This design comes from an exercise in tuning for small area and few clock cycles on the open sky130 flow, not from production work. Only simulation tests tie the RTL to the original design; equivalence was not proved. Power figures rest on the tool's default switching activity, not on a simulated workload.

==> design/flow/design.v <==
`timescale 1ns/1ps
`timescale 1ns/1ps
`timescale 1ns/1ps
`timescale 1ns/1ps
`timescale 1ns/1ps
`timescale 1ns/1ps
module axi_wr_top
(
    input  logic        clk,
    input  logic        rst_n,
    input  logic [3:0]  aw_id,
    input  logic [15:0] aw_addr,
    input  logic [7:0]  aw_len,
    input  logic [2:0]  aw_size,
    input  logic [1:0]  aw_burst,
    input  logic        aw_valid,
    output logic        aw_ready,
    input  logic [31:0] w_data,
    input  logic [3:0]  w_strb,
    input  logic        w_last,
    input  logic        w_valid,
    output logic        w_ready,
    output logic [3:0]  b_id,
    output logic [1:0]  b_resp,
    output logic        b_valid,
    input  logic        b_ready,
    output logic [3:0]  mem_id,
    output logic [15:0] mem_addr,
    output logic [31:0] mem_data,
    output logic [3:0]  mem_strb,
    output logic        mem_last,
    output logic        mem_boundary_err,
    output logic        mem_we,
    input  logic        mem_credit
);
    logic        d_valid;
    logic [3:0]  d_id;
    logic [15:0] d_addr;      
    logic [2:0]  d_size;
    logic        d_fixed;
    logic        d_berr;      
    logic [2:0]  owed;
    logic        bv;
    logic        credit_ok, b_free, beat, burst_done, aw_fire;
    logic [11:0] mask;
    logic [12:0] sum;
    assign credit_ok  = !owed[2] || mem_credit;
    assign b_free     = !bv || b_ready;
    assign beat       = d_valid && w_valid && credit_ok;
    assign burst_done = beat && w_last;
    assign aw_ready   = !d_valid && b_free;
    assign aw_fire    = aw_valid && aw_ready;
    assign w_ready    = beat;
    assign mem_we     = beat;
    assign mask = 12'hfff << d_size;
    assign sum  = {1'b0, d_addr[11:0] | ~mask} + {12'd0, !d_fixed};
    always_ff @(posedge clk) begin
        if (aw_fire) begin
            d_id    <= aw_id;
            d_addr  <= aw_addr;
            d_size  <= aw_size;
            d_fixed <= (aw_burst == 2'b00);
            d_berr  <= 1'b0;
        end else if (beat) begin
            d_addr[11:0] <= (sum[11:0] | {12{sum[12]}}) & mask;
            d_berr       <= sum[12];
        end
    end
    always_ff @(posedge clk or negedge rst_n) begin
        if (!rst_n) begin
            d_valid <= 1'b0;
            owed    <= 3'd0;
            bv      <= 1'b0;
        end else begin
            if (aw_fire)
                d_valid <= 1'b1;
            else if (burst_done)
                d_valid <= 1'b0;
            owed    <= owed + {2'b0, beat} - {2'b0, mem_credit};
            if (burst_done)
                bv <= 1'b1;
            else if (b_ready)
                bv <= 1'b0;
        end
    end
    assign mem_id           = d_id;
    assign mem_addr         = d_addr;
    assign mem_data         = w_data;
    assign mem_strb         = w_strb;
    assign mem_last         = w_last;
    assign mem_boundary_err = d_berr;
    assign b_valid          = bv;
    assign b_id             = d_id;
    assign b_resp           = {d_size > 3'd2, 1'b0};
endmodule
==> design/flow/flow/run.sh <==
#!/bin/bash
# Standard ORFS flow (the standard.sh), with:
#  - the floorplanned netlist's combinational logic re-synthesised for area
#    by OpenROAD's restructure (registers untouched),
#  - port buffers inserted as the smallest buffer cell,
#  - power recovery (downsizing off-critical gates) after global routing,
#  - TritonCTS without dummy loads.
set -euo pipefail
export BUFFER_PORTS_ARGS="-buffer_cell sky130_fd_sc_hd__buf_1"
export RECOVER_POWER=100
export CTS_ARGS="-sink_clustering_enable -repair_clock_nets -buf_list sky130_fd_sc_hd__clkbuf_4 -dont_use_dummy_load"

bash standard.sh floorplan > standard_floorplan.log 2>&1

export RES_DIR=$PWD/orfs/results/$FLOW_PLATFORM/axi_wr_top/base
export RMP_DIR=$PWD/rmp
mkdir -p $RMP_DIR
PLAT=$FLOW_HOME/platforms/$FLOW_PLATFORM
# The platform's DONT_USE_CELLS are the probe and lpflow cells; keep ABC off them
DONT_USE="sky130_fd_sc_hd__probe_p_8 sky130_fd_sc_hd__probec_p_8 sky130_fd_sc_hd__lpflow_*"
echo "DONT_USE: $DONT_USE" > restructure.log
export RSZ_LIB=$RMP_DIR/lib_use.lib
python3 flow/filter_lib.py $PLAT/lib/sky130_fd_sc_hd__tt_025C_1v80.lib $RSZ_LIB "$DONT_USE"
openroad -no_init -exit flow/restructure.tcl >> restructure.log 2>&1

bash standard.sh > standard.log 2>&1
==> design/flow/flow/filter_lib.py <==
#!/usr/bin/env python3
# Copy a liberty file, leaving out the cells that match the DONT_USE patterns.
# usage: filter_lib.py IN.lib OUT.lib "PATTERN ..."
import fnmatch, re, sys

src, dst, pats = sys.argv[1], sys.argv[2], sys.argv[3].split()
out = open(dst, 'w')
skip = False
depth = 0
for line in open(src):
    if not skip:
        m = re.match(r'\s*cell\s*\(\s*"?([^")]+)"?\s*\)', line)
        if m and any(fnmatch.fnmatchcase(m.group(1), p) for p in pats):
            skip = True
            depth = 0
    if skip:
        depth += line.count('{') - line.count('}')
        if depth <= 0 and '}' in line:
            skip = False
        continue
    out.write(line)
out.close()
==> design/flow/flow/restructure.tcl <==
# Re-synthesise the combinational logic of the floorplanned netlist for area
# (OpenROAD's restructure, which runs ABC on the logic between registers and ports).
set res $::env(RES_DIR)
read_db $res/2_floorplan.odb
read_liberty $::env(RSZ_LIB)
read_sdc $res/2_floorplan.sdc
source $::env(FLOW_HOME)/platforms/$::env(FLOW_PLATFORM)/setRC.tcl
report_design_area
report_worst_slack
restructure -target area -liberty_file $::env(RSZ_LIB) \
  -tielo_port sky130_fd_sc_hd__conb_1/LO -tiehi_port sky130_fd_sc_hd__conb_1/HI \
  -work_dir $::env(RMP_DIR)
report_design_area
report_worst_slack
write_db $res/2_floorplan.odb
==> design/flow/standard.sh <==
#!/bin/bash
# synth_recipe.tcl (not shown) runs the flow's synth.tcl, then flattens the netlist and writes it again
# the make line also repeats each setting of config.mk as NAME=value (left out here)
make -C /OpenROAD-flow-scripts/flow DESIGN_CONFIG=/design/flow/config.mk WORK_HOME=/design/flow/orfs CLKGATE_MAP_FILE= SYNTH_SCRIPT=/design/flow/synth_recipe.tcl "${@:-finish}"
==> design/flow/config.mk <==
export PLATFORM = sky130hd
export DESIGN_NAME = axi_wr_top
export DESIGN_NICKNAME = axi_wr_top
export VERILOG_FILES = /design/flow/design.v
export SDC_FILE = /design/flow/constraint.sdc
export NUM_CORES = 4
export LEC_CHECK = 0
export CAP_MARGIN = 40
export CORE_MARGIN = 2
export CORE_UTILIZATION = 40
export CTS_BUF_LIST = sky130_fd_sc_hd__clkbuf_4
export SLEW_MARGIN = 20
==> design/flow/constraint.sdc <==
create_clock -name core_clock -period 5.0 [get_ports {clk}]
set_input_delay 1.0000 -clock core_clock [delete_from_list [all_inputs] [get_ports {clk}]]
set_output_delay 1.0000 -clock core_clock [all_outputs]
set_load 0.01 [all_outputs]
==> results of run 1 <==
==> power groups by stage <==
stage / sequential [mW] / clock, mW / combinational [mW]
6_report: 0.430 / 0.124 / 0.309
5_1_grt: 0.444 / 0.139 / 0.356
4_1_cts: 0.431 / 0.130 / 0.313
3_5_place_dp: 0.437 / 0 / 0.312
3_3_place_gp: 0.435 / 0 / 0.306
2_1_floorplan: 0.466 / 0 / 0.303
==> path summary, 6_finish.rpt <==
check                      startpoint  depth (start not counted)   endpoint
hold reg to reg               owed[1]                          1    owed[1]
hold / removal                owed[1]                          1    owed[1]
setup reg to reg            d_size[2]                         10  d_addr[0]
setup / recovery            d_size[2]                         10  d_addr[0]
max in group asynchronous       rst_n                          1    owed[2]
min in group asynchronous       rst_n                          1    owed[1]
==> cells in the mapped netlist, types with 2 or more instances <==
cell and instances:
inv_1 9, nand2_1 20, buf_4 44, o31ai_1 7, edfxtp_1 24, and3_1 3, nand4b_1 2, xnor2_1 3
ha_1 5, o21bai_1 2, a21oi_1 9, nor2_1 10, dfrtp_1 5, xor2_1 4, nor3_1 2, o21ai_0 3
a31oi_1 2, clkbuf_1 3
==> cells by family after synthesis <==
| group | Yosys count | share of synthesized area (%) |
|---|---|---|
| compound gates | 38 | 15.0 |
| xor+xnor | 7 | 3.19 |
| fa+ha+maj | 6 | 4.29 |
| buf+inv | 58 | 20.4 |
| flops | 30 | 45.0 |
| other cells | 1 | 0.195 |
| simple gates | 44 | 12.0 |
==> worst register-to-register path: stages, from the launching register on <==
cell      delay [ps]
edfxtp_1         520
nor4_1           130
nor2_1           160
clkinv_1         100
nor2_1           250
o21ai_0          300
a211oi_1         330
nand2_1          180
nor2_1           430
o21ai_0          180
o31ai_1          250
==> state kept, by name, indices dropped and copies added (netlist names) <==
name     count
bv           1
d_addr      16
d_berr       1
d_fixed      1
d_id         4
d_size       3
d_valid      1
owed         3
==> per-layer routing <==
| layer | vias up | GRT usage, % | part of all wire, % |
|---|---|---|---|
| met3 | 12 | 5.90 | 11 |
| met4 | 0 | 6.06 | 2.1 |
| met1 | 553 | 14.1 | 40 |
| li1 | 614 | - | - |
| met5 | - | 0 | 0 |
| met2 | 73 | 22.0 | 47 |
==> final cells by class <==
| cell class | count | area, sq um | area share [%] |
|---|---|---|---|
| Tap cell | 54 | 67.6 | 3.87 |
| Timing Repair Buffer | 62 | 233 | 13.3 |
| Clock buffer | 5 | 37.5 | 2.15 |
| Multi-Input combinational cell | 84 | 478 | 27.4 |
| Inverter | 17 | 63.8 | 3.66 |
| Sequential cell | 30 | 866 | 49.6 |
==> cells in the final DEF, fill, tap and decap left out, drive strengths merged, types with 4 or more instances in the layout <==
cell	n
buf	61
clkinv	17
a21oi	5
edfxtp	24
nor2	19
nand2	9
o22a	4
o21a	4
o21ai	14
dfrtp	5
clkbuf	6
==> results_dict.tcl, run 1 <==
set metrics [dict create \
    place.detailed.hpwl_microns 2510 \
    crit_type "flop to flop" \
    swShare_pct 37.7 \
    async_flop_share_pct 16.7 \
    synth-main-ff-cell "edfxtp_1" \
    dr.pass1.iters 4 \
    wl_per_cell_microns 13.5 \
    final.min_clock_period_ps 2990 \
    n_antenna_cell 0 \
    routed_wl_microns 3400 \
    yosys_warnings 1 \
    synth_cells 184 \
    core-area_sq_um 4690 \
    syn-mean-instance-area_sq_um 10.5 \
    vdd_ir_drop_max_v 0.000194 \
    root_buffer "clkbuf_4" \
    p_seq_share_pct 49.8 \
    remaining_drc_errors 0 \
    finish.utilization_pct 37.2 \
    worst_pin_slew_ps 759 \
    viasPerCell 4.97 \
    clockBufferDepth 2 \
    grt_pass1_vias 1187 \
    ys_seq_area_share_pct 45.0 \
    io_pins 144 \
    die_w_microns 73.4 \
    synth_top_area_share_pct 37.5 \
    slew_headroom_pct 49.1 \
    p_leak_nw 0.578 \
    cp-end-kind "flop" \
    report.final.setup_viol 0 \
    overflow 0 \
    numCtsBuffers 5 \
    drive_above_1_share_pct 2.53 \
    crit_top_cell "nor2_1" \
    fill_cells 492 \
    critPathArrivalTime_ps 3150 \
    tritoncts "built" \
    syn-num-nets 266 \
    cp.required_ps 5160 \
    clk_pin_slew_ps 90 \
    whs_ps 479 \
    dpl-instance-area_sq_um 1710 \
    crit_path_max_fanout 9 \
    grt_pass1_wl_microns 5290 \
    status "finished clean" \
    critPathMaxStageDelay_ps 520 \
    setup_ws_ps 2010 \
    final_cells 252 \
    die_area_sq_um 5380 \
    drtIter0Drc 25 \
    cts_setup_buffers 0 \
    drv_cap 0 \
    routed-via-count 1252 \
    p_switching_mw 0.325 \
    yosys.area.top_type "edfxtp_1" \
    hold_buffers 0 \
    r2r_slack_ps 2010 \
    yosys-top-cells-area "edfxtp_1 (37%), buf_4 (17%), dfrtp_1 (6.5%), nand2_1 (3.9%), ha_1 (3.3%)" \
    cts_sinks 30 \
    hp-class "flop to flop" \
    netlist_area_sq_um 1920 \
    ant_nets 0 \
    post-route-period-util_pct 59.9 \
    grt_util_all_layers_pct 13.1 \
    place_ws_ps 1710 \
    rows 25 \
    initial_core_util_pct 41.0 \
    synth_seq_cells 30 \
    antenna_found_initial 0 \
    area_growth_pct -9.30 \
    cellPowerDensity_nw_per_um2 494 \
    netlist-cell-type-count 45 \
    path_cells "nor4_1, nor2_1, clkinv_1, nor2_1, o21ai_0, a211oi_1, nand2_1, nor2_1, o21ai_0, o31ai_1" \
    critPathTopFamily "simple AND/OR/NAND/NOR gates" \
    tns_ps 0 \
    power_frac_comb_pct 35.8 \
    dp.cells 247 \
    synth_enable_flop_cells 24 \
    rsz0062_at_grt "no" \
    drv_slew 0 \
    grt_max_degree 25 \
    clock_skew_ps 16.6 \
    fin_area_sq_um 1750 \
    nNetsFinal 276 \
    die_y_microns 73.4 \
    clk_latency_ps 320 \
    hold_violations 0 \
    critPathBufInv 1 \
    worst_path_max_delay_cell "edfxtp_1" \
    pwr-share-clk_pct 14.4 \
    startpoint_type "flop" \
    htreeDepth 2 \
    port_buffers 62 \
    gp_congestion 0.814 \
    max_freq_mhz 334 \
    total_power_mw 0.863 \
    ctsResizeCount 0 \
    p_int_mw 0.538 \
]
Testbench counts, summed over its fixed seeds: cycles 45,257.
==> inputs of run 2 (changes only) <==
==> design/flow/flow/run.sh (replaced) <==
#!/bin/bash
# Standard ORFS flow (the standard.sh), with:
#  - the standard synthesis's combinational logic re-mapped for area by
#    Yosys/ABC (registers kept as the standard synthesis made them),
#  - port buffers inserted as the smallest buffer cell,
#  - power recovery (downsizing off-critical gates) after global routing,
#  - TritonCTS without dummy loads.
set -euo pipefail
export BUFFER_PORTS_ARGS="-buffer_cell sky130_fd_sc_hd__buf_1"
export RECOVER_POWER=100
export CTS_ARGS="-sink_clustering_enable -repair_clock_nets -buf_list sky130_fd_sc_hd__clkbuf_4 -dont_use_dummy_load"

bash standard.sh synth > standard_synth.log 2>&1

export RES_DIR=$PWD/orfs/results/$FLOW_PLATFORM/axi_wr_top/base
mkdir -p libs
PLAT=$FLOW_HOME/platforms/$FLOW_PLATFORM
# The platform's DONT_USE_CELLS are the probe and lpflow cells; keep ABC off them
DONT_USE="sky130_fd_sc_hd__probe_p_8 sky130_fd_sc_hd__probec_p_8 sky130_fd_sc_hd__lpflow_*"
export USE_LIB=$PWD/libs/use.lib COMB_LIB=$PWD/libs/comb.lib ABC_SCRIPT=$PWD/flow/resynth.abc
python3 flow/filter_lib.py $PLAT/lib/sky130_fd_sc_hd__tt_025C_1v80.lib $USE_LIB "$DONT_USE"
python3 flow/filter_lib.py --comb $PLAT/lib/sky130_fd_sc_hd__tt_025C_1v80.lib $COMB_LIB "$DONT_USE"
cp $RES_DIR/1_2_yosys.v $RES_DIR/1_2_yosys_std.v
YOSYS=$(command -v yosys || echo $FLOW_HOME/../tools/install/yosys/bin/yosys)
$YOSYS -c flow/resynth.tcl > resynth.log 2>&1

bash standard.sh > standard.log 2>&1
==> design/flow/flow/filter_lib.py (replaced) <==
#!/usr/bin/env python3
# Copy a liberty file, leaving out the cells whose names match the given
# patterns; with --comb, also leave out sequential cells (ff, latch,
# statetable) and cells without a logic function.
# usage: filter_lib.py [--comb] IN.lib OUT.lib "PATTERN ..."
import fnmatch, re, sys

args = sys.argv[1:]
comb = args[0] == '--comb'
if comb:
    args = args[1:]
src, dst, pats = args[0], args[1], args[2].split()

head, cells, tail = [], [], []
cur, depth = None, 0
for line in open(src):
    if cur is None:
        if re.match(r'\s*cell\s*\(', line):
            cur, depth = [line], line.count('{') - line.count('}')
            continue
        (tail if cells else head).append(line)
    else:
        cur.append(line)
        depth += line.count('{') - line.count('}')
        if depth <= 0:
            cells.append(cur)
            cur = None

with open(dst, 'w') as out:
    out.writelines(head)
    for c in cells:
        name = re.match(r'\s*cell\s*\(\s*"?([^")]+)"?\s*\)', c[0]).group(1)
        if any(fnmatch.fnmatchcase(name, p) for p in pats):
            continue
        text = ''.join(c)
        if comb and (re.search(r'\b(ff|latch|statetable)\s*\(', text) or 'function' not in text):
            continue
        out.writelines(c)
    out.writelines(tail)
==> design/flow/flow/resynth.abc (new file) <==
strash
&get -n
&deepsyn -T 60
&put
dch -f
amap
topo
==> design/flow/flow/resynth.tcl (new file) <==
# Re-map the combinational logic of the standard synthesis for area with ABC
# (deep AIG synthesis, then area-oriented mapping). Every register instance of
# the standard netlist is kept as it is, with its name and cell type: only the
# cells between registers and ports are replaced.
set res $::env(RES_DIR)
yosys read_liberty -lib $::env(USE_LIB)
yosys read_verilog $res/1_2_yosys_std.v
yosys read_liberty -overwrite $::env(COMB_LIB)
yosys hierarchy -top $::env(FLOW_TOP)
yosys flatten
yosys hierarchy -top $::env(FLOW_TOP)
yosys opt_clean -purge
yosys stat -liberty $::env(USE_LIB)
yosys abc -liberty $::env(COMB_LIB) -script $::env(ABC_SCRIPT)
yosys opt_clean -purge
yosys hilomap -singleton -hicell sky130_fd_sc_hd__conb_1 HI -locell sky130_fd_sc_hd__conb_1 LO
yosys splitnets
yosys opt_clean -purge
yosys stat -liberty $::env(USE_LIB)
yosys write_verilog -noattr -nohex -nodec $res/1_2_yosys.v
removed: design/flow/flow/restructure.tcl
==> results_dict.tcl, run 2 <==
set metrics [dict create \
    status "finished clean" \
    routed_wl_microns 3600 \
    area_growth_pct 24.1 \
    antenna_found_initial 0 \
    p_int_mw 0.545 \
    fill_cells 349 \
    ctsResizeCount 0 \
    startpoint_type "flop" \
    wl_per_cell_microns 14.8 \
    mostFrequentLayoutCells "buf_1 (61), nor2_1 (28), edfxtp_1 (24)" \
    crit_path_max_fanout 7 \
    grt_util_all_layers_pct 19.0 \
    grt_max_degree 21 \
    crit_start "d_fixed" \
    drv_slew 0 \
    whs_ps 485 \
    cp-end-kind "flop" \
    die_y_microns 62.4 \
    worst_pin_slew_ps 638 \
    clock_skew_ps 14.9 \
    drive_above_1_share_pct 2.53 \
    rows 21 \
    remaining_drc_errors 0 \
    tns_ps 0 \
    yosys_warnings 1 \
    whs_path_depth 1 \
    dp.cells 239 \
    finish.utilization_pct 51.1 \
    largestRegisters "d_addr (16), d_id (4)" \
    initial_core_util_pct 41.2 \
    largest_reg_flops 16 \
    core-area_sq_um 3310 \
    viasPerCell 5.08 \
    port_buffers 62 \
    r2r_start "d_fixed" \
    power_frac_comb_pct 36.8 \
    overflow 0 \
    crit_type "flop to flop" \
    netlist_area_sq_um 1360 \
    syn-mean-instance-area_sq_um 10.4 \
    hold_violations 0 \
    syn-num-nets 207 \
    clk_pin_slew_ps 90 \
    drtIter0Drc 60 \
    n_antenna_cell 0 \
    synth_cells 131 \
    tritoncts "built" \
    r2r_slack_ps 1650 \
    hp-class "flop to flop" \
    root_buffer "clkbuf_4" \
    clockBufferDepth 2 \
    critPathArrivalTime_ps 3500 \
    final_cells 244 \
    cp.required_ps 5150 \
    io_pins 144 \
    p_leak_nw 0.581 \
    routed-via-count 1240 \
    vdd_ir_drop_max_v 0.000193 \
    htreeDepth 2 \
    cts_sinks 30 \
    nNetsFinal 276 \
    drv_cap 0 \
    hold_buffers 0 \
    p_seq_share_pct 49.5 \
    die_area_sq_um 3890 \
    final.min_clock_period_ps 3350 \
    hp-start "owed[1]" \
    ant_nets 0 \
    gp_congestion 0.874 \
    grt_pass1_vias 1127 \
    dr.pass1.iters 5 \
    grt_pass1_wl_microns 5400 \
    pwr-share-clk_pct 13.7 \
    cellPowerDensity_nw_per_um2 516 \
    cp-endpoint "d_addr[2]" \
    die_w_microns 62.4 \
    post-route-period-util_pct 67.0 \
    report.final.setup_viol 0 \
    p_switching_mw 0.327 \
    r2r_cells 13 \
    max_freq_mhz 299 \
    swShare_pct 37.5 \
    slew_headroom_pct 57.2 \
    rsz0062_at_grt "no" \
    timing.rr.end "d_addr[2]" \
    clk_latency_ps 320 \
    final_common_cell "buf_1" \
    numCtsBuffers 5 \
    cts_setup_buffers 0 \
    largest-register "d_addr" \
    place.detailed.hpwl_microns 2800 \
]
==> run 2: worst min-delay path by stage <==
stage          slack [ps]       to
5_1_grt               500  owed[1]
2_1_floorplan         450  owed[1]
3_5_place_dp          470  owed[1]
6_report              490  owed[1]
4_1_cts               490  owed[1]
3_3_place_gp          460  owed[1]
==> run 2: power groups by stage <==
stage	sequential, mW	combinational (mW)	clock, mW
after global placement	0.432	0.315	0
after global routing	0.444	0.365	0.135
final	0.432	0.320	0.119
after detailed placement	0.439	0.323	0
after CTS	0.433	0.323	0.124
after floorplan	0.459	0.194	0
==> run 2: cell type report <==
cell class / instances / area, sq um / area share [%]
Clock buffer: 5 / 37.5 / 2.22
Inverter: 17 / 63.8 / 3.77
Multi-Input combinational cell: 84 / 433 / 25.6
Sequential cell: 30 / 866 / 51.2
Tap cell: 46 / 57.6 / 3.40
Timing Repair Buffer: 62 / 233 / 13.8
==> run 2: worst max-delay path: stages (launching register included) <==
cell      delay (ps)
edfxtp_1         450
o21bai_1         220
o22ai_1          200
o21ai_0          240
o21bai_1         250
o22ai_1          200
nand2_1          110
o31ai_1          110
o21ai_0          220
nor2_1           230
and3_1           260
and3_1           360
nor2_1           100
a221oi_1         250
==> run 2: layer usage <==
metal | up-vias | share of wire, % | GRT usage [%]
li1 | 604 | - | -
met1 | 541 | 32 | 18.5
met2 | 71 | 46 | 27.0
met3 | 24 | 16 | 15.0
met4 | 0 | 5.9 | 13.3
met5 | - | 0 | 0
==> run 2: through the flow <==
stage	power, mW	setup WS, ps	cell area (sq um)
after floorplan	0.654	2090	1360
after global placement	0.747	1660	1650
final	0.872	1650	1690
after global routing	0.944	1210	1690
after detailed placement	0.762	1580	1650
after CTS	0.881	1670	1690
==> inputs of run 3 (changes only) <==
--- a/design/flow/design.v
+++ b/design/flow/design.v
@@ -44,5 +44,6 @@
     logic        credit_ok, b_free, beat, burst_done, aw_fire;
     logic [11:0] mask;
-    logic [12:0] sum;
+    logic [12:0] cy;
+    logic [11:0] nxt_lo;
     assign credit_ok  = !owed[2] || mem_credit;
     assign b_free     = !bv || b_ready;
@@ -53,17 +54,21 @@
     assign w_ready    = beat;
     assign mem_we     = beat;
-    assign mask = 12'hfff << d_size;
-    assign sum  = {1'b0, d_addr[11:0] | ~mask} + {12'd0, !d_fixed};
+    assign mask  = 12'hfff << d_size;
+    assign cy[0] = beat && !d_fixed;
+    for (genvar j = 0; j < 12; j++) begin : g_cy
+        assign cy[j+1] = cy[j] && (d_addr[j] || !mask[j]);
+    end
+    assign nxt_lo = (mask | {12{!beat}}) & ((d_addr[11:0] ^ cy[11:0]) | {12{cy[12]}});
     always_ff @(posedge clk) begin
-        if (aw_fire) begin
-            d_id    <= aw_id;
-            d_addr  <= aw_addr;
-            d_size  <= aw_size;
-            d_fixed <= (aw_burst == 2'b00);
-            d_berr  <= 1'b0;
-        end else if (beat) begin
-            d_addr[11:0] <= (sum[11:0] | {12{sum[12]}}) & mask;
-            d_berr       <= sum[12];
+        if (!d_valid && b_free) begin
+            d_id   <= aw_id;
+            d_size <= aw_size;
         end
+        if (!d_valid) begin
+            d_addr[15:12] <= aw_addr[15:12];
+            d_fixed       <= (aw_burst == 2'b00);
+        end
+        d_addr[11:0] <= d_valid ? nxt_lo : aw_addr[11:0];
+        d_berr <= d_valid && (cy[12] || (d_berr && !beat));
     end
     always_ff @(posedge clk or negedge rst_n) begin
==> results_dict.tcl, run 3 <==
set metrics [dict create \
    nNetsFinal 278 \
    r2r_cells 19 \
    hold_violations 0 \
    gp_congestion 0.796 \
    antenna_found_initial 0 \
    hp-class "flop to flop" \
    clk_latency_ps 320 \
    hold_buffers 0 \
    ctsResizeCount 0 \
    initial_core_util_pct 41.0 \
    final.min_clock_period_ps 4170 \
    p_leak_nw 0.564 \
    drtIter0Drc 59 \
    dpl-instance-area_sq_um 1520 \
    port_buffers 62 \
    syn-num-nets 207 \
    grt_pass1_wl_microns 4920 \
    path_cells "clkinv_1, nor2_1, clkinv_1, nor2_1, o21ai_0, a21oi_1, o21a_1, o21ai_0, a21oi_1, o21a_1, o21a_1, and2_0, and3_1, nand2_1, nor2_1, nor2_1, clkinv_1, nor2_1, nor3_1" \
    remaining_drc_errors 0 \
    n_antenna_cell 0 \
    tns_ps 0 \
    numCtsBuffers 5 \
    clockBufferDepth 2 \
    crit_path_max_fanout 16 \
    routed-via-count 1202 \
    drv_cap 0 \
    largest-register "d_addr" \
    status "finished clean" \
    mostFrequentLayoutCells "buf_1 (61), nor2_1 (34), dfxtp_1 (13)" \
    die_w_microns 59.5 \
    clk_pin_slew_ps 80 \
    cp-end-kind "flop" \
    setup_ws_ps 834 \
    rows 20 \
    syn-mean-instance-area_sq_um 9.41 \
    max_freq_mhz 240 \
    cp.required_ps 5230 \
    overflow 0 \
    yosys_warnings 1 \
    whs_path_depth 1 \
    grt_max_degree 17 \
    critPathTopFamily "simple AND/OR/NAND/NOR gates" \
    routed_wl_microns 3410 \
    grt_util_all_layers_pct 20.2 \
    grt_pass1_vias 1081 \
    clock_skew_ps 16.9 \
    cts_setup_buffers 0 \
    critPathBufInv 3 \
    io_pins 144 \
    largestRegisters "d_addr (16), d_id (4)" \
    largest_reg_flops 16 \
    startpoint_type "flop" \
    viasPerCell 5.16 \
    post-route-period-util_pct 83.3 \
    final_common_cell "buf_1" \
    area_growth_pct 25.9 \
    die_area_sq_um 3540 \
    crit_top_cell "nor2_1" \
    drv_slew 0 \
    place.detailed.hpwl_microns 2710 \
    core-area_sq_um 3000 \
    tritoncts "built" \
    vdd_ir_drop_max_v 0.000245 \
    crit_type "flop to flop" \
    drive_above_1_share_pct 2.50 \
    path_depth 19 \
    worst_path_max_delay_cell "dfrtp_1" \
    rsz0062_at_grt "no" \
    dr.pass1.iters 4 \
    fin_area_sq_um 1550 \
    wl_per_cell_microns 14.7 \
    slew_headroom_pct 55.7 \
    htreeDepth 2 \
    root_buffer "clkbuf_4" \
    report.final.setup_viol 0 \
    synth_cells 131 \
    die_y_microns 59.5 \
    critPathMaxStageDelay_ps 700 \
    worst_pin_slew_ps 661 \
    cts_sinks 30 \
    ant_nets 0 \
    critPathArrivalTime_ps 4400 \
    place_ws_ps 788 \
    netlist_area_sq_um 1230 \
    cellPowerDensity_nw_per_um2 593 \
]
==> run 3: changes by cell type in the layout (fill, tap and decap cells not counted), moves of 3 or more <==
cell      change
dfxtp_1      +12
edfxtp_1     -12
nor2_1        +6
clkinv_1      -5
a21oi_1       +3
o31ai_1       -3
==> run 3: report_power, final <==
group          switching, mW  total, mW  internal, mW
clock                 0.0704      0.117        0.0468
combinational          0.225      0.361         0.136
sequential            0.0763      0.442         0.365
total                  0.372      0.921         0.549
==> run 3: worst paths after layout <==
path                       startpoint        end  slack (ps)
max                           d_valid  d_addr[6]         830
min                           owed[2]    owed[2]         510
max reg2reg                   d_valid  d_addr[6]         830
min reg2reg                   owed[2]    owed[2]         510
max in group asynchronous       rst_n    d_valid        4250
min in group asynchronous       rst_n    owed[1]         520
==> run 3: per-layer routing <==
| layer | vias to the layer above | global-route usage, % | share of wire, % |
|---|---|---|---|
| li1 | 593 | - | - |
| met1 | 502 | 19.7 | 36 |
| met2 | 83 | 27.5 | 41 |
| met3 | 22 | 15.5 | 16 |
| met4 | 2 | 15.2 | 6.0 |
| met5 | - | 11.1 | 1.4 |
==> run 3: layout make-up <==
type | instances | area [sq um]
Fill cell | 300 | 1450
Multi-Input combinational cell | 89 | 442
Timing Repair Buffer | 64 | 240
Clock buffer | 5 | 37.5
Inverter | 12 | 45.0
Tap cell | 33 | 41.3
Sequential cell | 30 | 746
==> run 3: worst reg2reg max path, cell delays in order, from the launching register on <==
cell and delay (ps):
dfrtp_1 700, clkinv_1 430, nor2_1 240, clkinv_1 100, nor2_1 140, o21ai_0 160, a21oi_1 230, o21a_1 190
o21ai_0 140, a21oi_1 230, o21a_1 210, o21a_1 160, and2_0 210, and3_1 230, nand2_1 100, nor2_1 140
nor2_1 110, clkinv_1 160, nor2_1 70, nor3_1 120
==> run 3: per-stage QoR <==
stage	instances	total power, mW	hold slack [ps]	util [%]
finish	233	0.921	506	51.7
global route	233	1.01	495	51.7
CTS	233	0.936	507	51.9
detailed placement	228	0.817	489	50.7
global placement	228	0.797	467	50.7
floorplan	131	0.679	469	-
Testbench counts of run 3, summed over its fixed seeds: cycles 45,257.
==> inputs of run 4 (changes only) <==
--- a/design/flow/config.mk
+++ b/design/flow/config.mk
@@ -10,3 +10,4 @@
 export CORE_UTILIZATION = 40
 export CTS_BUF_LIST = sky130_fd_sc_hd__clkbuf_4
+export GPL_TIMING_DRIVEN = 0
 export SLEW_MARGIN = 20
==> results_dict.tcl, run 4 <==
set metrics [dict create \
    status "finished clean" \
    remaining_drc_errors 0 \
    final.min_clock_period_ps 4460 \
    finish.utilization_pct 51.5 \
    tns_ps 0 \
    cts_sinks 30 \
    rsz0062_at_grt "no" \
    mostFrequentLayoutCells "buf_1 (61), nor2_1 (34), dfxtp_1 (13)" \
    dpl-instance-area_sq_um 1510 \
    cellPowerDensity_nw_per_um2 595 \
    cp.required_ps 5250 \
    die_y_microns 59.5 \
    largestRegisters "d_addr (16), d_id (4)" \
    hp-start "d_berr" \
    clockBufferDepth 2 \
    startpoint_type "primary input" \
    min_to "d_berr" \
    fill_cells 318 \
    slew_headroom_pct 53.8 \
    crit_path_max_fanout 7 \
    drtIter0Drc 40 \
    max_freq_mhz 224 \
    worst_pin_slew_ps 691 \
    post-route-period-util_pct 89.1 \
    vdd_ir_drop_max_v 0.000234 \
    root_buffer "clkbuf_4" \
    nNetsFinal 276 \
    largest_reg_flops 16 \
    path_cells "buf_1, o21ai_0, nor2_1, clkinv_1, nor2_1, o21ai_0, a21oi_1, o21a_1, o21ai_0, a21oi_1, o21a_1, o21a_1, and2_0, and3_1, nand2_1, nor2_1, nor2_1, clkinv_1, o221a_1" \
    hold_buffers 0 \
    rows 20 \
    timing.rr.end "d_addr[5]" \
    crit_top_cell "nor2_1" \
    critPathArrivalTime_ps 4710 \
    fin_area_sq_um 1550 \
    r2r_slack_ps 550 \
    crit_type "primary input to flop" \
    core-area_sq_um 3000 \
    drv_slew 0 \
    ant_nets 0 \
    final_common_cell "buf_1" \
    routed-via-count 1210 \
    critPathMaxStageDelay_ps 360 \
    grt_pass1_wl_microns 4910 \
    syn-mean-instance-area_sq_um 9.41 \
    syn-num-nets 207 \
    tritoncts "built" \
    r2r_start "d_valid" \
    place.detailed.hpwl_microns 2700 \
    r2r_cells 18 \
    htreeDepth 2 \
    grt_util_all_layers_pct 20.0 \
    whs_ps 503 \
    netlist_area_sq_um 1230 \
    total_power_mw 0.919 \
    overflow 0 \
    io_pins 144 \
    port_buffers 62 \
    p_leak_nw 0.560 \
    cp-end-kind "flop" \
    clk_latency_ps 320 \
    grt_pass1_vias 1104 \
    dr.pass1.iters 4 \
    die_w_microns 59.5 \
    wl_per_cell_microns 14.9 \
    clk_pin_slew_ps 90 \
    yosys_warnings 1 \
    grt_max_degree 17 \
    antenna_found_initial 0 \
    initial_core_util_pct 41.0 \
    clock_skew_ps 19.2 \
    synth_cells 131 \
    largest-register "d_addr" \
    report.final.setup_viol 0 \
    hold_violations 0 \
    worst_path_max_delay_cell "nor2_1" \
    hp-class "flop to flop" \
    viasPerCell 5.24 \
    routed_wl_microns 3450 \
    die_area_sq_um 3540 \
    whs_path_depth 2 \
    gp_congestion 0.826 \
    drv_cap 0 \
    area_growth_pct 25.4 \
    drive_above_1_share_pct 3.03 \
    numCtsBuffers 5 \
    n_antenna_cell 0 \
]
[run 4: area by class of cell]
type / instances / area, sq um / area share (%)
clock buffers: 5 / 37.5 / 2.43
multi-input cells: 89 / 442 / 28.6
inverters: 12 / 45.0 / 2.91
repair buffers: 62 / 233 / 15.1
well taps: 33 / 41.3 / 2.67
flip-flops and latches: 30 / 747 / 48.3
[run 4: per-layer routing]
metal	track usage, %	wire (microns)
met5	11.1	47
met4	15.6	205
met3	14.8	496
met2	29.0	1450
met1	18.1	1240
[run 4: worst max-delay path by stage]
stage	startpoint	to
4_1_cts	d_valid	d_addr[4]
3_3_place_gp	mem_credit	d_addr[3]
2_1_floorplan	w_valid	d_addr[4]
5_1_grt	d_valid	d_addr[6]
3_5_place_dp	mem_credit	d_addr[4]
6_report	mem_credit	d_addr[5]
[run 4: worst max-delay path, delay by kind of cell]
kind / cells / cell delay (ps)
buffers and inverters: 3 / 590
AOI/OAI and AO/OA: 9 / 1720
and+or+nand+nor: 7 / 1370
[run 4: metrics by stage]
stage          std cells  setup slack [ps]
6_report             231               543
4_1_cts              231               253
3_3_place_gp         226               432
3_5_place_dp         226               252
5_1_grt              231              40.9
2_1_floorplan        131               924
[run 4: timing repair]
action	in CTS	in global routing
hold endpoints to repair	0	0
setup endpoints to repair	0	9
resized for setup	0	1
setup buffers	0	0
[run 4: report_power, final]
group	internal, mW	switching, mW
combinational	0.135	0.222
sequential	0.367	0.0775
clock	0.0468	0.0711
total	0.548	0.371
==> inputs of run 5 (changes only) <==
--- a/design/flow/design.v
+++ b/design/flow/design.v
@@ -40,4 +40,5 @@
     logic        d_fixed;
     logic        d_berr;      
+    logic [7:0]  d_left;      
     logic [2:0]  owed;
     logic        bv;
@@ -46,8 +47,9 @@
     logic [12:0] cy;
     logic [11:0] nxt_lo;
+    logic [8:0]  bw;
     assign credit_ok  = !owed[2] || mem_credit;
     assign b_free     = !bv || b_ready;
     assign beat       = d_valid && w_valid && credit_ok;
-    assign burst_done = beat && w_last;
+    assign burst_done = beat && (d_left == 8'd0);
     assign aw_ready   = !d_valid && b_free;
     assign aw_fire    = aw_valid && aw_ready;
@@ -60,4 +62,8 @@
     end
     assign nxt_lo = (mask | {12{!beat}}) & ((d_addr[11:0] ^ cy[11:0]) | {12{cy[12]}});
+    assign bw[0] = beat;
+    for (genvar j = 0; j < 8; j++) begin : g_bw
+        assign bw[j+1] = bw[j] && !d_left[j];
+    end
     always_ff @(posedge clk) begin
         if (!d_valid && b_free) begin
@@ -70,4 +76,5 @@
         end
         d_addr[11:0] <= d_valid ? nxt_lo : aw_addr[11:0];
+        d_left       <= d_valid ? (d_left ^ bw[7:0]) : aw_len;
         d_berr <= d_valid && (cy[12] || (d_berr && !beat));
     end
==> results_dict.tcl, run 5 <==
set metrics [dict create \
    cts_sinks 38 \
    critPathArrivalTime_ps 4730 \
    cp.required_ps 5240 \
    dp.cells 286 \
    initial_core_util_pct 42.4 \
    grt_pass1_wl_microns 6200 \
    nNetsFinal 322 \
    setup_ws_ps 501 \
    io_pins 144 \
    netlist_area_sq_um 1570 \
    root_buffer "clkbuf_4" \
    grt_pass1_vias 1348 \
    overflow 0 \
    htreeDepth 2 \
    drtIter0Drc 40 \
    clk_pin_slew_ps 110 \
    place.detailed.hpwl_microns 3010 \
    grt_max_degree 18 \
    clk_latency_ps 350 \
    drv_slew 0 \
    tritoncts "built" \
    clockBufferDepth 2 \
    ant_nets 0 \
    wl_per_cell_microns 13.5 \
    slew_headroom_pct 52.5 \
    p_switching_mw 0.385 \
    power_frac_comb_pct 36.7 \
    die_y_microns 66.7 \
    startpoint_type "primary input" \
    largest_reg_flops 16 \
    remaining_drc_errors 0 \
    report.final.setup_viol 0 \
    final_common_cell "buf_1" \
    drive_above_1_share_pct 4.51 \
    largest-register "d_addr" \
    max_freq_mhz 222 \
    numCtsBuffers 5 \
    clock_skew_ps 19.8 \
    rows 22 \
    viasPerCell 5.02 \
    worst_pin_slew_ps 710 \
    gp_congestion 0.815 \
    die_w_microns 66.7 \
    p_int_mw 0.652 \
    hp-class "primary input to async pin" \
    hold_violations 0 \
    vdd_ir_drop_max_v 0.000275 \
    mostFrequentLayoutCells "buf_1 (67), nor2_1 (36), clkinv_1 (21), dfxtp_1 (21)" \
    core-area_sq_um 3720 \
    final.min_clock_period_ps 4500 \
    swShare_pct 37.1 \
    n_antenna_cell 0 \
    syn-mean-instance-area_sq_um 9.26 \
    dr.pass1.iters 4 \
    r2r_slack_ps 730 \
    cellPowerDensity_nw_per_um2 531 \
    cp-end-kind "flop" \
    die_area_sq_um 4450 \
    routed_wl_microns 3950 \
    drv_cap 0 \
    place_ws_ps -726 \
    post-route-period-util_pct 90.0 \
    crit_path_max_fanout 11 \
    grt_util_all_layers_pct 19.5 \
    whs_ps 472 \
    p_seq_share_pct 49.9 \
    syn-num-nets 246 \
    hold_buffers 0 \
    routed-via-count 1466 \
    synth_cells 170 \
    final_cells 292 \
    area_growth_pct 24.1 \
    port_buffers 68 \
    yosys_warnings 1 \
    largestRegisters "d_addr (16), d_left (8), d_id (4)" \
    status "finished clean" \
    crit_type "primary input to flop" \
    pwr-share-clk_pct 13.4 \
    antenna_found_initial 0 \
    p_leak_nw 0.703 \
    tns_ps 0 \
]
==> run 5: cell type report <==
cell class	instances	area, sq um
Clock buffer	5	37.5
Fill cell	384	1760
Inverter	23	92.6
Multi-Input combinational cell	109	593
Sequential cell	38	907
Tap cell	48	60.1
Timing Repair Buffer	69	263
==> run 5: worst max-delay path: stages <==
cell	delay [ps]
buf_1	140
clkinv_1	100
nand2_1	60
nand2_1	90
nor2_4	220
clkinvlp_4	200
nor2_1	170
o21ai_0	170
o21bai_1	230
o22ai_1	260
o21ai_1	170
a21oi_2	210
o21ai_0	170
nor2_1	150
and2_1	220
and3_1	230
and3_1	200
nor2_1	170
and3_1	220
o32a_1	340
==> run 5: worst paths after layout <==
check / endpoint / from / depth (start not counted)
max: d_addr[1] / mem_credit / 20
min: owed[1] / rst_n / 1
max reg2reg: d_addr[1] / d_valid / 17
min reg2reg: bv / d_left[7] / 1
max in group asynchronous: d_valid / rst_n / 1
min in group core_clock: bv / d_left[7] / 1
==> run 5: through the flow <==
| stage | total power [mW] | cell area, sq um | util [%] |
|---|---|---|---|
| global route | 1.14 | 1950 | 52.6 |
| finish | 1.04 | 1950 | 52.6 |
| CTS | 1.05 | 1930 | 52.0 |
| detailed placement | 0.903 | 1890 | 50.8 |
| floorplan | 0.783 | 1570 | - |
| global placement | 0.897 | 1890 | 50.8 |
==> run 5: power groups by stage <==
stage               clock network, mW  logic, mW  registers, mW
floorplan                           0      0.242          0.541
CTS                             0.145      0.381          0.519
finish                          0.139      0.381          0.518
detailed placement                  0      0.378          0.525
global placement                    0      0.375          0.522
global route                    0.161      0.442          0.540
==> run 5: timing repair <==
action,CTS,global route
gates cloned,0,0
setup buffers,0,1
setup endpoints to repair,13,10
gates resized for setup,3,6
pin swaps,0,1
==> run 5: metal layers <==
metal	GRT usage [%]	wire length, microns	up-vias
met1	21.1	1600	600
met4	13.5	216	2
li1	-	-	742
met3	14.2	620	28
met5	9.72	45	-
met2	25.3	1460	94
Testbench counts of run 5, summed over its fixed seeds: cycles 45,257.

re-timing with driven ports:
How much do the figures lean on ideal ports? The routed layouts below were timed once more, with nothing changed but the port constraints.
Step 1: set_driving_cell puts a clkbuf_16 on clk and a buf_2 on each other input, an assumption about the parent block.
Step 2, shift: input delay + t, output delay - t, t = (earliest + latest rising clock arrival at the registers) / 2. This alone moves slack from input paths to output paths.
a / b / c = no drivers / after step 1 / after step 2; a / b = the first two.
| run | t (ns) | slack for setup (ns) | worst register clock-pin slew, ns | cell pins on the clock port's net |
|---|---|---|---|---|
| run 1 | 0.339 | 2.006 / 2.003 / 1.747 | 0.09 / 0.09 | 1 |
| run 2 | 0.338 | 1.652 / 1.652 / 1.652 | 0.09 / 0.09 | 1 |
| run 3 | 0.335 | 0.834 / 0.834 / 0.767 | 0.09 / 0.09 | 1 |
| run 4 | 0.335 | 0.543 / 0.544 / 0.210 | 0.09 / 0.09 | 1 |
| run 5 | 0.363 | 0.501 / 0.491 / 0.128 | 0.11 / 0.11 | 1 |
After both steps setup and hold are still met in every run listed. The setup slack of run 5, which loses most, moves by -0.010 ns with the drivers and by -0.373 ns with both steps.
